Context: an optimization exercise on an open-source flow, tuned for small area and a short achievable clock period. The choices shown serve that exercise and are no tape-out recipe. In this exercise RTL edits were held to simulation tests only and were not proved equivalent to the original. No activity file was given, so power comes from the tool's default toggle rates.

## flow/design.v (module list and top-level ports; edited modules follow where they fit)
// module prt_scaler_krnl_n_mac: 448 lines
// module prt_scaler_krnl_n: 137 lines
module prt_scaler_krnl_n #(
  parameter int P_PPC   = 4,
  parameter int P_BPC   = 8,
  parameter int P_TAPS  = 4,
  parameter int P_LINES = 2,
  parameter int P_WIN   = 5,
  parameter int P_CBW   = 8,
  localparam int SELW   = $clog2(P_LINES * P_WIN),
  localparam int ADRW   = ($clog2(P_PPC) < 1) ? 1 : $clog2(P_PPC)
) (
  input  logic                              CLK_IN,
  input  logic                              RST_IN,
  input  logic                              AGNT_DE_IN,
  input  logic                              BYPASS_IN,
  input  logic [P_LINES*P_WIN*P_BPC-1:0]    SLW_DAT_IN,
  input  logic [P_PPC*P_TAPS*SELW-1:0]      MUX_SEL_IN,
  input  logic                              COEF_WR_IN,
  input  logic [ADRW-1:0]                   COEF_ADR_IN,
  input  logic [P_TAPS*P_CBW-1:0]           COEF_DAT_IN,
  input  logic                              COEF_UPD_IN,
  output logic                              COEF_PEND_OUT,
  output logic [P_PPC*P_BPC-1:0]            VID_DAT_OUT,
  output logic                              VID_DE_OUT
);
  // ...
==> flow/flow/run.sh <==
#!/bin/bash
# Layout flow: the standard synthesis, then fixinv.py, a netlist pass that
# removes the inverters Yosys's full-adder extraction leaves around the fa
# cells (a full adder is self-dual, so each one may work on complemented
# signals instead), then the standard layout from floorplan to finish,
# with plain buffers on the ports.
# Each tool's output goes to a log file of its own in this folder.
set -euo pipefail
R=orfs/results/${FLOW_PLATFORM}/prt_scaler_krnl_n/base
LIB=${FLOW_HOME}/platforms/${FLOW_PLATFORM}/lib/sky130_fd_sc_hd__tt_025C_1v80.lib
bash standard.sh synth > synth.log 2>&1
cp "$R/1_2_yosys.v" yosys_standard.v
python3 flow/fixinv.py "$LIB" yosys_standard.v "$R/1_2_yosys.v" > fixinv.log 2>&1
rm -f "$R/1_synth.odb" "$R/1_synth.sdc"
# Port buffers: a plain buffer (sized later by the resizer) instead of the
# delay cell buffer_ports picks by itself; every port still gets its buffer.
export BUFFER_PORTS_ARGS="-buffer_cell sky130_fd_sc_hd__buf_2"
bash standard.sh > layout.log 2>&1
==> flow/flow/fixinv.py <==
#!/usr/bin/env python3
"""Remove inverters around full-adder cells in a Yosys netlist.

A full adder is self-dual: FA(~a, ~b, ~c) = (~cout, ~sum).  Yosys's extract_fa
leaves many inverters between full adders and at their inputs.  This script
chooses, for every fa cell, whether it works on true or complemented signals,
and for simple gates whether to use the cell of the complemented function
(and2 <-> nand2, ...), so that as few inverters as possible are needed, then
rewrites the netlist.  The function of the netlist is unchanged; registers
and ports are untouched.

usage: fixinv.py LIBERTY IN.v OUT.v
"""
import re
import sys
import collections

CELL_RE = re.compile(r"^\s*(sky130_fd_sc_hd__\w+)\s+(\S+)\s*\((.*?)\);", re.S | re.M)
PIN_RE = re.compile(r"\.(\w+)\(\s*([^()]*?)\s*\)")
P = "sky130_fd_sc_hd__"
INV_AREA = 3.7536
PAIRS = """and2 nand2 and3 nand3 and4 nand4 or2 nor2 or3 nor3 or4 nor4 a21o a21oi o21a o21ai
a22o a22oi o22a o22ai a31o a31oi o31a o31ai a211o a211oi o211a o211ai a221o a221oi
o221a o221ai xor2 xnor2 and2b nand2b or2b nor2b and3b nand3b or3b nor3b a32o a32oi
o32a o32ai a2bb2o a2bb2oi o2bb2a o2bb2ai a41o a41oi o41a o41ai a311o a311oi o311a o311ai
a2111o a2111oi o2111a o2111ai and4b nand4b or4b nor4b a21bo a21boi o21ba o21bai""".split()


def esc(n):
    return n + " " if n.startswith("\\") else n


def read_lib(path):
    """cell -> (area, input pins, output pins)"""
    cells = {}
    cur = None
    pin = None
    for line in open(path):
        m = re.match(r"\s*cell\s*\(\s*\"?(\w+)\"?\s*\)", line)
        if m:
            cur = m.group(1)
            cells[cur] = [0.0, set(), set()]
            continue
        if cur is None:
            continue
        m = re.match(r"\s*area\s*:\s*([\d.]+)", line)
        if m and cells[cur][0] == 0.0:
            cells[cur][0] = float(m.group(1))
        m = re.match(r"\s*pin\s*\(\s*\"?(\w+)\"?\s*\)", line)
        if m:
            pin = m.group(1)
        m = re.match(r"\s*direction\s*:\s*\"?(\w+)\"?", line)
        if m and pin:
            (cells[cur][1] if m.group(1) == "input" else cells[cur][2]).add(pin)
            pin = None
    return cells


def main():
    lib, src, dst = sys.argv[1], sys.argv[2], sys.argv[3]
    libc = read_lib(lib)
    comp = {}
    for i in range(0, len(PAIRS), 2):
        a, b = PAIRS[i], PAIRS[i + 1]
        for s in ("_0", "_1", "_2", "_4"):
            ca, cb = P + a + s, P + b + s
            # use drive _1 of the complement when the same drive does not exist
            for cbx in (cb, P + b + "_1", P + b + "_0"):
                if ca in libc and cbx in libc and libc[ca][1] == libc[cbx][1] \
                        and len(libc[ca][2]) == 1 and len(libc[cbx][2]) == 1:
                    comp[ca] = cbx
                    break
            for cax in (ca, P + a + "_1", P + a + "_0"):
                if cb in libc and cax in libc and libc[cb][1] == libc[cax][1] \
                        and len(libc[cb][2]) == 1 and len(libc[cax][2]) == 1:
                    comp[cb] = cax
                    break
    outpin = {c: next(iter(v[2])) for c, v in libc.items() if len(v[2]) == 1}

    text = open(src).read()
    mod_start = text.index("module ")
    header_end = text.index(");", mod_start) + 2
    header = text[mod_start:header_end]
    ports = set(x.strip() for x in header[header.index("(") + 1:-2].split(","))

    def is_port(net):
        return net.split("[")[0].strip() in ports or net in ports

    cells = []
    for m in CELL_RE.finditer(text):
        typ, name, body = m.group(1), m.group(2), m.group(3)
        pins = [(p, n.strip()) for p, n in PIN_RE.findall(body)]
        cells.append([typ, name, pins, m.start(), m.end()])

    def outs(ci):
        typ = cells[ci][0]
        return libc[typ][2] if typ in libc else set()

    driver = {}
    for ci, c in enumerate(cells):
        for p, n in c[2]:
            if p in outs(ci):
                driver[n] = ci

    INV = {t for t in libc if re.match(P + r"(clk)?inv_\d+$", t)}
    inv_in = {}
    for ci, (typ, name, pins, _, _) in enumerate(cells):
        if typ in INV:
            d = dict(pins)
            if not is_port(d["Y"]) and not d["A"].startswith("1'b") and d["A"]:
                inv_in[d["Y"]] = d["A"]

    def root(net):
        pol = 0
        n = 0
        while net in inv_in and n < 64:
            net = inv_in[net]
            pol ^= 1
            n += 1
        return net, pol

    FA = {t for t in libc if re.match(P + r"fa_\d+$", t)}
    kind = {}     # ci -> 'fa' | 'gate'
    for ci, c in enumerate(cells):
        if c[0] in FA:
            kind[ci] = "fa"
        elif c[0] in comp:
            # a gate whose output is a port stays as it is
            o = dict(c[2]).get(outpin[c[0]])
            if o is not None and not is_port(o):
                kind[ci] = "gate"
    flip = collections.defaultdict(int)

    demands = collections.defaultdict(list)   # root -> [(ci, pol)]
    cell_roots = collections.defaultdict(set)
    for ci, (typ, name, pins, _, _) in enumerate(cells):
        if typ in INV and dict(pins)["Y"] in inv_in:
            continue
        for p, n in pins:
            if p in outs(ci):
                cell_roots[ci].add(n)
                continue
            if n.startswith("1'b") or n == "":
                continue
            r, pol = root(n)
            demands[r].append((ci, pol))
            cell_roots[ci].add(r)

    def prov(r):
        d = driver.get(r)
        if d is not None and d in kind:
            return flip[d]
        return 0

    def root_cost(r):
        pv = prov(r)
        for ci, pol in demands[r]:
            w = pol ^ (flip[ci] if kind.get(ci) == "fa" else 0)
            if w != pv:
                return INV_AREA
        return 0.0

    def gate_cost(ci):
        if kind.get(ci) == "gate" and flip[ci]:
            return libc[comp[cells[ci][0]]][0] - libc[cells[ci][0]][0]
        return 0.0

    def cost_of(cis):
        rs = set()
        for ci in cis:
            rs |= cell_roots[ci]
        return sum(root_cost(r) for r in rs) + sum(gate_cost(ci) for ci in cis)

    # FA components joined by FA-to-FA connections
    fa_list = [ci for ci in kind if kind[ci] == "fa"]
    parent = {ci: ci for ci in fa_list}

    def find(x):
        while parent[x] != x:
            parent[x] = parent[parent[x]]
            x = parent[x]
        return x

    for ci in fa_list:
        for p, n in cells[ci][2]:
            if p in outs(ci):
                continue
            r, _ = root(n)
            d = driver.get(r)
            if d is not None and kind.get(d) == "fa":
                parent[find(ci)] = find(d)
    comps = collections.defaultdict(list)
    for ci in fa_list:
        comps[find(ci)].append(ci)

    # colour each group so that every FA-to-FA connection needs no inverter
    fa_adj = collections.defaultdict(list)
    for ci in fa_list:
        for p, n in cells[ci][2]:
            if p in outs(ci):
                continue
            r, pol = root(n)
            d = driver.get(r)
            if d is not None and kind.get(d) == "fa":
                fa_adj[ci].append((d, pol))
                fa_adj[d].append((ci, pol))
    seen = set()
    for members in comps.values():
        s0 = members[0]
        flip[s0] = 0
        seen.add(s0)
        stack = [s0]
        while stack:
            u = stack.pop()
            for v, pol in fa_adj[u]:
                if v not in seen:
                    seen.add(v)
                    flip[v] = flip[u] ^ pol
                    stack.append(v)

    all_roots = list(demands)
    total0 = sum(root_cost(r) for r in all_roots)

    def try_move(cis):
        before = cost_of(cis)
        for ci in cis:
            flip[ci] ^= 1
        after = cost_of(cis)
        if after < before - 1e-9:
            return True
        for ci in cis:
            flip[ci] ^= 1
        return False

    gates = [ci for ci in kind if kind[ci] == "gate"]
    # gates that drive an input of each group
    comp_gates = collections.defaultdict(set)
    for key, members in comps.items():
        for ci in members:
            for p, n in cells[ci][2]:
                if p in outs(ci) or n.startswith("1'b") or n == "":
                    continue
                d = driver.get(root(n)[0])
                if d is not None and kind.get(d) == "gate":
                    comp_gates[key].add(d)

    def group_move(key):
        """Flip a whole group, then re-choose the gates that feed it."""
        members = comps[key]
        gs = list(comp_gates[key])
        touched = list(members) + gs
        rs = set()
        for ci in touched:
            rs |= cell_roots[ci]
        saved = {ci: flip[ci] for ci in touched}

        def total():
            return sum(root_cost(r) for r in rs) + sum(gate_cost(ci) for ci in touched)
        before = total()
        for ci in members:
            flip[ci] ^= 1
        for _ in range(3):
            for g in gs:
                try_move([g])
        if total() < before - 1e-9:
            return True
        for ci, v in saved.items():
            flip[ci] = v
        return False

    for key in comps:
        group_move(key)
    for singles in (False, True):
        for rnd in range(30):
            changed = False
            for members in comps.values():
                if try_move(members):
                    changed = True
            for ci in gates:
                if try_move([ci]):
                    changed = True
            if singles:
                for ci in fa_list:
                    if try_move([ci]):
                        changed = True
            if not changed:
                break
    total1 = sum(root_cost(r) for r in all_roots) + sum(gate_cost(ci) for ci in gates)

    invnet = {}
    new_cells = []
    new_wires = []
    k = 0

    def net_for(r, want):
        nonlocal k
        if want == prov(r):
            return r
        if r not in invnet:
            k += 1
            nn = f"_finv_n{k}_"
            invnet[r] = nn
            new_wires.append(nn)
            new_cells.append(f"  {P}inv_1 _finv_c{k}_ (\n    .A({esc(r)}),\n    .Y({nn})\n  );\n")
        return invnet[r]

    out = []
    pos = 0
    nflip_g = 0
    for ci, (typ, name, pins, s, e) in enumerate(cells):
        out.append(text[pos:s])
        pos = e
        if typ in INV and dict(pins)["Y"] in inv_in:
            continue
        ntyp = typ
        if kind.get(ci) == "gate" and flip[ci]:
            ntyp = comp[typ]
            nflip_g += 1
        newpins = []
        for p, n in pins:
            if p in outs(ci):
                if ntyp != typ:
                    p = outpin[ntyp]
                newpins.append((p, n))
            elif n.startswith("1'b") or n == "":
                newpins.append((p, n))
            else:
                r, pol = root(n)
                want = pol ^ (flip[ci] if kind.get(ci) == "fa" else 0)
                newpins.append((p, net_for(r, want)))
        body = ",\n".join(f"    .{p}({esc(n)})" for p, n in newpins)
        out.append(f"{ntyp} {name} (\n{body}\n  );")
    rest = text[pos:]
    endm = rest.rindex("endmodule")
    out.append(rest[:endm])
    out.append("".join(new_cells))
    out.append(rest[endm:])
    res = "".join(out)
    decl = "".join(f"  wire {w};\n" for w in new_wires)
    hi = res.index(");", res.index("module ")) + 2
    res = res[:hi] + "\n" + decl + res[hi:]
    open(dst, "w").write(res)
    ninv_old = sum(1 for c in cells if c[0] in INV)
    print(f"fa cells {len(fa_list)} in {len(comps)} groups, fa flipped "
          f"{sum(flip[c] for c in fa_list)}, gates swapped {nflip_g}, "
          f"inverters {ninv_old} -> {ninv_old - len(inv_in) + len(new_cells)}, "
          f"area cost {total0:.1f} -> {total1:.1f}")


if __name__ == "__main__":
    main()
==> flow/standard.sh <==
#!/bin/bash
# synth_recipe.tcl (not shown) runs the flow's synth.tcl, then flattens the netlist and writes it again
# the make line also repeats each setting of config.mk as NAME=value (left out here)
make -C /OpenROAD-flow-scripts/flow DESIGN_CONFIG=/design/flow/config.mk WORK_HOME=/design/flow/orfs CLKGATE_MAP_FILE= SYNTH_SCRIPT=/design/flow/synth_recipe.tcl "${@:-finish}"
==> flow/config.mk <==
export PLATFORM = sky130hd
export DESIGN_NAME = prt_scaler_krnl_n
export DESIGN_NICKNAME = prt_scaler_krnl_n
export VERILOG_FILES = /design/flow/design.v
export SDC_FILE = /design/flow/constraint.sdc
export NUM_CORES = 4
export LEC_CHECK = 0
export CAP_MARGIN = 20
export CORE_MARGIN = 2
export CORE_UTILIZATION = 40
export CTS_CLUSTER_DIAMETER = 60
export CTS_CLUSTER_SIZE = 20
export SETUP_SLACK_MARGIN = 3.6
export SLEW_MARGIN = 20
==> flow/constraint.sdc <==
create_clock -name core_clock -period 6.0 [get_ports {CLK_IN}]
set_input_delay 1.2000 -clock core_clock [delete_from_list [all_inputs] [get_ports {CLK_IN}]]
set_output_delay 1.2000 -clock core_clock [all_outputs]
set_load 0.01 [all_outputs]
==> key figures, run 1 <==
Outcome
  – Status: complete, no violations

Cells and area
  – Multi-input logic area: 31000 um2
  – Commonest cells after routing, fill and taps aside: dfxtp_1 (720), a222oi_1 (512), fa_1 (500)
  – Final Core Density: 0.444
  – # clk buffers: 106
  – Antenna diodes: 34
  – Non-filler instance count after layout: 6194
  – Fraction of area in multi-input gates: 0.485
  – Largest register FFs: 308

Setup path
  – Worst path slowest cell: fa_1
  – CP Launch Point: g_pix[3].u_mac.r3[20]
  – CP endpoint kind: flip-flop
  – Setup crit end: g_pix[3].u_mac.r4[1]
  – Crit-path cells: fa_1 -> ha_4 -> inv_2 -> or4_4 -> o221a_4 -> inv_4 -> a21oi_4 -> a31oi_4 -> nand2_1
  – Crit-path leading delay family: adder cells
  – CP max FO: 8
  – Worst reg2reg path startpoint: g_pix[3].u_mac.r3[20]
  – Crit path buffers/inverters: 2

Clocking
  – Post-cts sizing count: 53
  – CTS tree: built
  – Num CTS Buffers: 94

Yosys
  – Post-Synthesis Cells: 4406

Power
  – Share of power burned in registers: 0.407
  – Comb group: 7990 uW

Detailed routing
  – Vias post-DR: 42100
  – Residual DRC: 0
  – Post-Route WL: 206 mm
  – Routed length per placed instance: 33.3 um
  – Detailed-routed wire length on met3: 30.7 mm
  – First DRT Iteration DRCs: 10600

Global route
  – Initial antenna violation count: 59
  – Grt peak-use layer: met2
  – Met1 Use GR: 0.374

Flow run
  – Max-cap violation count: 0

STA
  – Final min period: 2600 ps
  – PnR worst setup slack: 3400 ps
  – Hold Slack: 323 ps
  – Final Hold Vio Count: 0
  – RSZ-0062 raised after global routing: yes
  – Tcrit/Tclk final: 0.433

Min path
  – Hold Crit Class: reg -> reg
==> inputs of run 2 (changes only) <==
--- a/flow/design.v
+++ b/flow/design.v
@@ -371,73 +371,65 @@
   wire l1_s231 = l1_s213 ^ l1_c178 ^ l1_c210;
   wire l1_c232 = (l1_s213 & l1_c178) | (l1_s213 & l1_c210) | (l1_c178 & l1_c210);
   wire l1_s233 = l1_s215 ^ l1_c180 ^ l1_c182;
   wire l1_c234 = (l1_s215 & l1_c180) | (l1_s215 & l1_c182) | (l1_c180 & l1_c182);
   wire l1_s235 = l1_s219 ^ l1_c186 ^ l1_c218;
   wire l1_c236 = (l1_s219 & l1_c186) | (l1_s219 & l1_c218) | (l1_c186 & l1_c218);
   wire l1_s237 = l1_s189 ^ l1_c188 ^ l1_c220;
   wire l1_c238 = (l1_s189 & l1_c188) | (l1_s189 & l1_c220) | (l1_c188 & l1_c220);
-  logic [35:0] r3;
+  wire l1_s239 = l1_s195 ^ l1_c194 ^ l1_c222;
+  wire l1_c240 = (l1_s195 & l1_c194) | (l1_s195 & l1_c222) | (l1_c194 & l1_c222);
+  wire l1_s241 = l1_s225 ^ l1_c200 ^ l1_c224;
+  wire l1_c242 = (l1_s225 & l1_c200) | (l1_s225 & l1_c224) | (l1_c200 & l1_c224);
+  wire l1_s243 = l1_s227 ^ l1_c204 ^ l1_c226;
+  wire l1_c244 = (l1_s227 & l1_c204) | (l1_s227 & l1_c226) | (l1_c204 & l1_c226);
+  wire l1_s245 = l1_s229 ^ l1_c208 ^ l1_c228;
+  wire l1_c246 = (l1_s229 & l1_c208) | (l1_s229 & l1_c228) | (l1_c208 & l1_c228);
+  wire l1_s247 = l1_s231 ^ l1_c212 ^ l1_c230;
+  wire l1_c248 = (l1_s231 & l1_c212) | (l1_s231 & l1_c230) | (l1_c212 & l1_c230);
+  wire l1_s249 = l1_s233 ^ l1_c214 ^ l1_c232;
+  wire l1_c250 = (l1_s233 & l1_c214) | (l1_s233 & l1_c232) | (l1_c214 & l1_c232);
+  wire l1_s251 = l1_s217 ^ l1_c216 ^ l1_c234;
+  wire l1_c252 = (l1_s217 & l1_c216) | (l1_s217 & l1_c234) | (l1_c216 & l1_c234);
+  wire l1_s253 = ~r2[76] ^ l1_c190 ^ l1_c238;
+  wire l1_c254 = (~r2[76] & l1_c190) | (~r2[76] & l1_c238) | (l1_c190 & l1_c238);
+  logic [27:0] r3;
   always_ff @(posedge CLK_IN) begin
     r3[0] <= ~~r2[0];
     r3[1] <= ~~r2[1];
     r3[2] <= ~~r2[2];
     r3[3] <= ~~r2[3];
     r3[4] <= ~~r2[4];
     r3[5] <= ~l1_s153;
     r3[6] <= ~l1_s191;
     r3[7] <= ~l1_s221;
-    r3[8] <= ~l1_s195;
-    r3[9] <= ~l1_c194;
-    r3[10] <= ~l1_c222;
-    r3[11] <= ~l1_s223;
-    r3[12] <= ~l1_s225;
-    r3[13] <= ~l1_c200;
-    r3[14] <= ~l1_c224;
-    r3[15] <= ~l1_s227;
-    r3[16] <= ~l1_c204;
-    r3[17] <= ~l1_c226;
-    r3[18] <= ~l1_s229;
-    r3[19] <= ~l1_c208;
-    r3[20] <= ~l1_c228;
-    r3[21] <= ~l1_s231;
-    r3[22] <= ~l1_c212;
-    r3[23] <= ~l1_c230;
-    r3[24] <= ~l1_s233;
-    r3[25] <= ~l1_c214;
-    r3[26] <= ~l1_c232;
-    r3[27] <= ~l1_s217;
-    r3[28] <= ~l1_c216;
-    r3[29] <= ~l1_c234;
-    r3[30] <= ~l1_s235;
-    r3[31] <= ~l1_s237;
-    r3[32] <= ~l1_c236;
-    r3[33] <= ~~r2[76];
-    r3[34] <= ~l1_c190;
-    r3[35] <= ~l1_c238;
+    r3[8] <= ~l1_s239;
+    r3[9] <= ~l1_s223;
+    r3[10] <= ~l1_c240;
+    r3[11] <= ~l1_s241;
+    r3[12] <= ~l1_s243;
+    r3[13] <= ~l1_c242;
+    r3[14] <= ~l1_s245;
+    r3[15] <= ~l1_c244;
+    r3[16] <= ~l1_s247;
+    r3[17] <= ~l1_c246;
+    r3[18] <= ~l1_s249;
+    r3[19] <= ~l1_c248;
+    r3[20] <= ~l1_s251;
+    r3[21] <= ~l1_c250;
+    r3[22] <= ~l1_s235;
+    r3[23] <= ~l1_c252;
+    r3[24] <= ~l1_s237;
+    r3[25] <= ~l1_c236;
+    r3[26] <= ~l1_s253;
+    r3[27] <= ~l1_c254;
   end
-  wire l2_s239 = ~r3[8] ^ ~r3[9] ^ ~r3[10];
-  wire l2_c240 = (~r3[8] & ~r3[9]) | (~r3[8] & ~r3[10]) | (~r3[9] & ~r3[10]);
-  wire l2_s241 = ~r3[12] ^ ~r3[13] ^ ~r3[14];
-  wire l2_c242 = (~r3[12] & ~r3[13]) | (~r3[12] & ~r3[14]) | (~r3[13] & ~r3[14]);
-  wire l2_s243 = ~r3[15] ^ ~r3[16] ^ ~r3[17];
-  wire l2_c244 = (~r3[15] & ~r3[16]) | (~r3[15] & ~r3[17]) | (~r3[16] & ~r3[17]);
-  wire l2_s245 = ~r3[18] ^ ~r3[19] ^ ~r3[20];
-  wire l2_c246 = (~r3[18] & ~r3[19]) | (~r3[18] & ~r3[20]) | (~r3[19] & ~r3[20]);
-  wire l2_s247 = ~r3[21] ^ ~r3[22] ^ ~r3[23];
-  wire l2_c248 = (~r3[21] & ~r3[22]) | (~r3[21] & ~r3[23]) | (~r3[22] & ~r3[23]);
-  wire l2_s249 = ~r3[24] ^ ~r3[25] ^ ~r3[26];
-  wire l2_c250 = (~r3[24] & ~r3[25]) | (~r3[24] & ~r3[26]) | (~r3[25] & ~r3[26]);
-  wire l2_s251 = ~r3[27] ^ ~r3[28] ^ ~r3[29];
-  wire l2_c252 = (~r3[27] & ~r3[28]) | (~r3[27] & ~r3[29]) | (~r3[28] & ~r3[29]);
-  wire l2_s253 = ~r3[33] ^ ~r3[34] ^ ~r3[35];
-  wire l2_c254 = (~r3[33] & ~r3[34]) | (~r3[33] & ~r3[35]) | (~r3[34] & ~r3[35]);
-  wire [18:0] cpa_a = {1'b0, l2_c254, l2_s253, ~r3[31], ~r3[30], l2_s251, l2_s249, l2_s247, l2_s245, l2_s243, l2_s241, ~r3[11], l2_s239, ~r3[7], ~r3[6], ~r3[5], ~r3[4], ~r3[2], ~r3[0]};
-  wire [18:0] cpa_b = {1'b0, 1'b0, 1'b0, ~r3[32], l2_c252, l2_c250, l2_c248, l2_c246, l2_c244, l2_c242, 1'b0, l2_c240, 1'b0, 1'b0, 1'b0, 1'b0, 1'b0, ~r3[3], ~r3[1]};
+  wire [18:0] cpa_a = {1'b0, ~r3[27], ~r3[26], ~r3[24], ~r3[22], ~r3[20], ~r3[18], ~r3[16], ~r3[14], ~r3[12], ~r3[11], ~r3[9], ~r3[8], ~r3[7], ~r3[6], ~r3[5], ~r3[4], ~r3[2], ~r3[0]};
+  wire [18:0] cpa_b = {1'b0, 1'b0, 1'b0, ~r3[25], ~r3[23], ~r3[21], ~r3[19], ~r3[17], ~r3[15], ~r3[13], 1'b0, ~r3[10], 1'b0, 1'b0, 1'b0, 1'b0, 1'b0, ~r3[3], ~r3[1]};
   wire [18:0] sum = ~(~cpa_a + ~cpa_b + 19'd1);
   wire sat = |sum[18:16];
   wire [7:0] pix_c = sat ? 8'hff : sum[15:8];
   logic [7:0] r4;
   always_ff @(posedge CLK_IN) begin
     r4 <= pix_c;
   end
   logic [7:0] r5;
==> run 2 against run 1 <==
Net effect:
- count of clock-buffer cells in the layout rose by 3
- worst setup slack better by 140 ps
- critical endpoint is now g_pix[2].u_mac.r3[11]
- synthesized area increased by 0.18%
- critical path depth is 5 lower
- total power shrank 4.7%
- core utilization decreased by 0.75 points
- highest routed layer unchanged
- sequential share of layout area shrank 0.66 points
==> key figures, run 2 <==
STA
  – Worst slew pin tran: 916 ps
  – Final min period: 2460 ps (-143 ps)
  – Final TNS setup: 0 ps
  – Tcrit/Tclk final: 0.410 (-0.0237)
  – Hold Slack: 325 ps (+2.02 ps)
  – Max-slew headroom: 0.383
  – Final setup fails: 0
  – RSZ-0062 raised after global routing: yes
  – Final Skew: 43.8 ps
  – Max Clock Freq: 407 MHz
  – Final slew viol count: 0
  – Final Hold Vio Count: 0 (unchanged)

Power
  – Leak: 0.0207 uW
  – Power density over the cells: 368 nW/um2
  – Clock power frac: 0.273
  – Pint: 15300 uW
  – Net switching power: 8050 uW
  – Share of power burned in registers: 0.414 (+0.007)
  – Sw frac: 0.345
  – Total Power: 23300 uW
  – Comb power frac: 0.313
  – Max IR drop VDD: 0.266 mV

Flow run
  – Max-cap violation count: 0 (unchanged)

Cells and area
  – Largest register FFs: 308 (unchanged)
  – Layout cell share with drive strength beyond 1: 0.217
  – Filler cell count in the final layout: 13100
  – Largest register by flop count: g_pix.u_mac.r2
  – Most common cell after layout, fill and taps aside: dfxtp_1
  – Commonest cells after routing, fill and taps aside: dfxtp_1 (683), a222oi_1 (512), fa_1 (491)
  – Nets: 5051
  – Syn-to-layout area delta: 8.80%
  – Regs by FF count: g_pix.u_mac.r2 (308), s0_dsel (192)

Clocking
  – Worst skew pair latency: 750 ps
  – Clk pin slew, worst setup/hold paths: 80 ps
  – Root Driver: clkbuf_16
  – Num CTS Buffers: 90 (-4.3%)
  – CTS max path bufs: 3
  – CTS H-tree depth: 3
  – Hold buffer count at CTS: 0
  – CTS tree: built
  – Clock sink total: 1051

Placed design
  – Final estimated routing congestion in global placement: 0.974
  – IO buf count: 217
  – Post-DP HPWL: 144 mm

Outcome
  – Status: complete, no violations

Yosys
  – Mapped Area: 58300 um2
  – Syn Nets: 5338
  – Mean Syn Cell Area: 12.8 um2
  – Post-Synthesis Cells: 4538 (+3.0%)
  – Yosys warns: 3

Detailed routing
  – Post-Route WL: 201 mm (-2.5%)
  – Residual DRC: 0 (unchanged)
  – First DRT Iteration DRCs: 10400 (-1.6%)
  – Routed Antenna Nets: 0
  – Routed length per placed instance: 32.1 um (-3.5%)
  – Pre-antenna DRT Iters: 22
  – Routed vias/inst: 6.72
  – Vias post-DR: 42100 (-0.21%)

Die
  – I/O Pins: 218
  – Placeable Area: 145000 um2
  – Height of the chip: 386 um
  – Die Area: 149000 um2
  – Initial cell density of the core: 0.401
  – Num rows: 140
  – Die width: 386 um

Global route
  – Initial antenna violation count: 50 (-15%)
  – Largest net degree at the start of global routing: 102
  – Remaining Overflow, GRT: 0
  – Vias in the first global route: 40300
  – First-pass GRT wire length: 287 mm
  – Total track usage: 0.266

Setup path
  – WP data arrival: 3040 ps
  – CP max FO: 1 (-7)
  – FF-to-FF setup slack: 3540 ps
  – CP endpoint kind: flip-flop
  – Critical Path RT: 6580 ps
  – Crit Path Class: reg -> reg
  – Crit path launch type: flip-flop

Min path
  – Hold Crit Class: reg -> reg
## run 2: power by group through the flow
stage | clock network (uW) | logic [uW] | registers (uW)
after global routing | 6780 | 8250 | 9760
after detailed placement | 0 | 7320 | 9760
after floorplan | 0 | 5530 | 9250
final | 6360 | 7290 | 9660
after global placement | 0 | 7170 | 9740
after CTS | 6500 | 7350 | 9610
## run 2: repair_timing
item / in CTS / in global routing
endpoints found under the setup margin: 302 / 342
pin swaps: 74 / 44
setup buffers: 1 / 10
resized for setup: 43 / 67
cloned: 2 / 0
## run 2: final timing paths
| path | start | end | cells past startpoint |
|---|---|---|---|
| max | g_pix[2].u_mac.r2[34] | g_pix[2].u_mac.r3[11] | 4 |
| min | g_pix[1].u_mac.r4[6] | g_pix[1].u_mac.r5[6] | 0 |
| max reg2reg | g_pix[2].u_mac.r2[34] | g_pix[2].u_mac.r3[11] | 4 |
| min reg2reg | g_pix[1].u_mac.r4[6] | g_pix[1].u_mac.r5[6] | 0 |
| max in group asynchronous | RST_IN | zero_shd[0] | 2 |
| min in group asynchronous | RST_IN | de_sr[2] | 2 |
## run 2: worst max-delay path, stage by stage, from the launching register on
cell,delay (ps)
dfxtp_2,330
fa_1,590
fa_2,470
fa_1,510
fa_1,410
## run 2: layout make-up
type | instances | area, um2 | share of cell area
antenna | 14 | 35.0 | 0.000553
clock buffer | 109 | 2410 | 0.0379
clock inverter | 60 | 878 | 0.0139
inverter | 97 | 368 | 0.00580
multi-input combinational | 2773 | 31500 | 0.496
sequential | 1051 | 24400 | 0.385
tap | 1917 | 2400 | 0.0378
timing repair buffer | 237 | 1390 | 0.0220
timing repair inverter | 1 | 5.00 | 0.0000789
## run 2: metal layers
| metal | vias up | track usage | part of all wire |
|---|---|---|---|
| li1 | 16900 | - | - |
| met1 | 21000 | 0.374 | 0.39 |
| met2 | 3496 | 0.364 | 0.41 |
| met3 | 621 | 0.0997 | 0.15 |
| met4 | 46 | 0.115 | 0.049 |
| met5 | - | 0.00195 | 0.0015 |
## run 2: metrics by stage
step / setup WS, ps / util / instance area (um2) / std cells
floorplan: 1110 / - / 59200 / 4538
global placement: 2390 / 0.411 / 59700 / 6062
detailed placement: 2370 / 0.411 / 59700 / 6062
CTS: 3520 / 0.435 / 63100 / 6234
global route: 3490 / 0.437 / 63400 / 6255
finish: 3540 / 0.437 / 63400 / 6259

-- static timing again, ports no longer ideal --
The flow's constraints put no driver on any port. The routed layouts listed below were extracted and timed again, unchanged, in two steps. Step 1 sets driving cells, clkbuf_16 on the clock port and buf_2 on the other inputs (assumed; they add their load-dependent delay and slew). Step 2, shift: input delay + t, output delay - t, t = (earliest + latest rising clock arrival at the registers) / 2. This alone moves slack from input paths to output paths. Three values: ideal, step 1, step 2; two values: the first two.
run	t (ns)	setup WS [ns]	worst hold slack (ns)	latest minus earliest clock arrival (ns)	pins driven straight from the clock port
run 1	0.789	3.400 / 3.400 / 2.766	0.323 / 0.323 / 0.323	0.062 / 0.062	1
run 2	0.794	3.543 / 3.507 / 2.792	0.325 / 0.325 / 0.325	0.056 / 0.056	1
After both steps setup and hold are still met in every run listed. For run 2, which loses most, drivers alone change the setup slack by -0.036 ns; drivers and shift together by -0.751 ns.
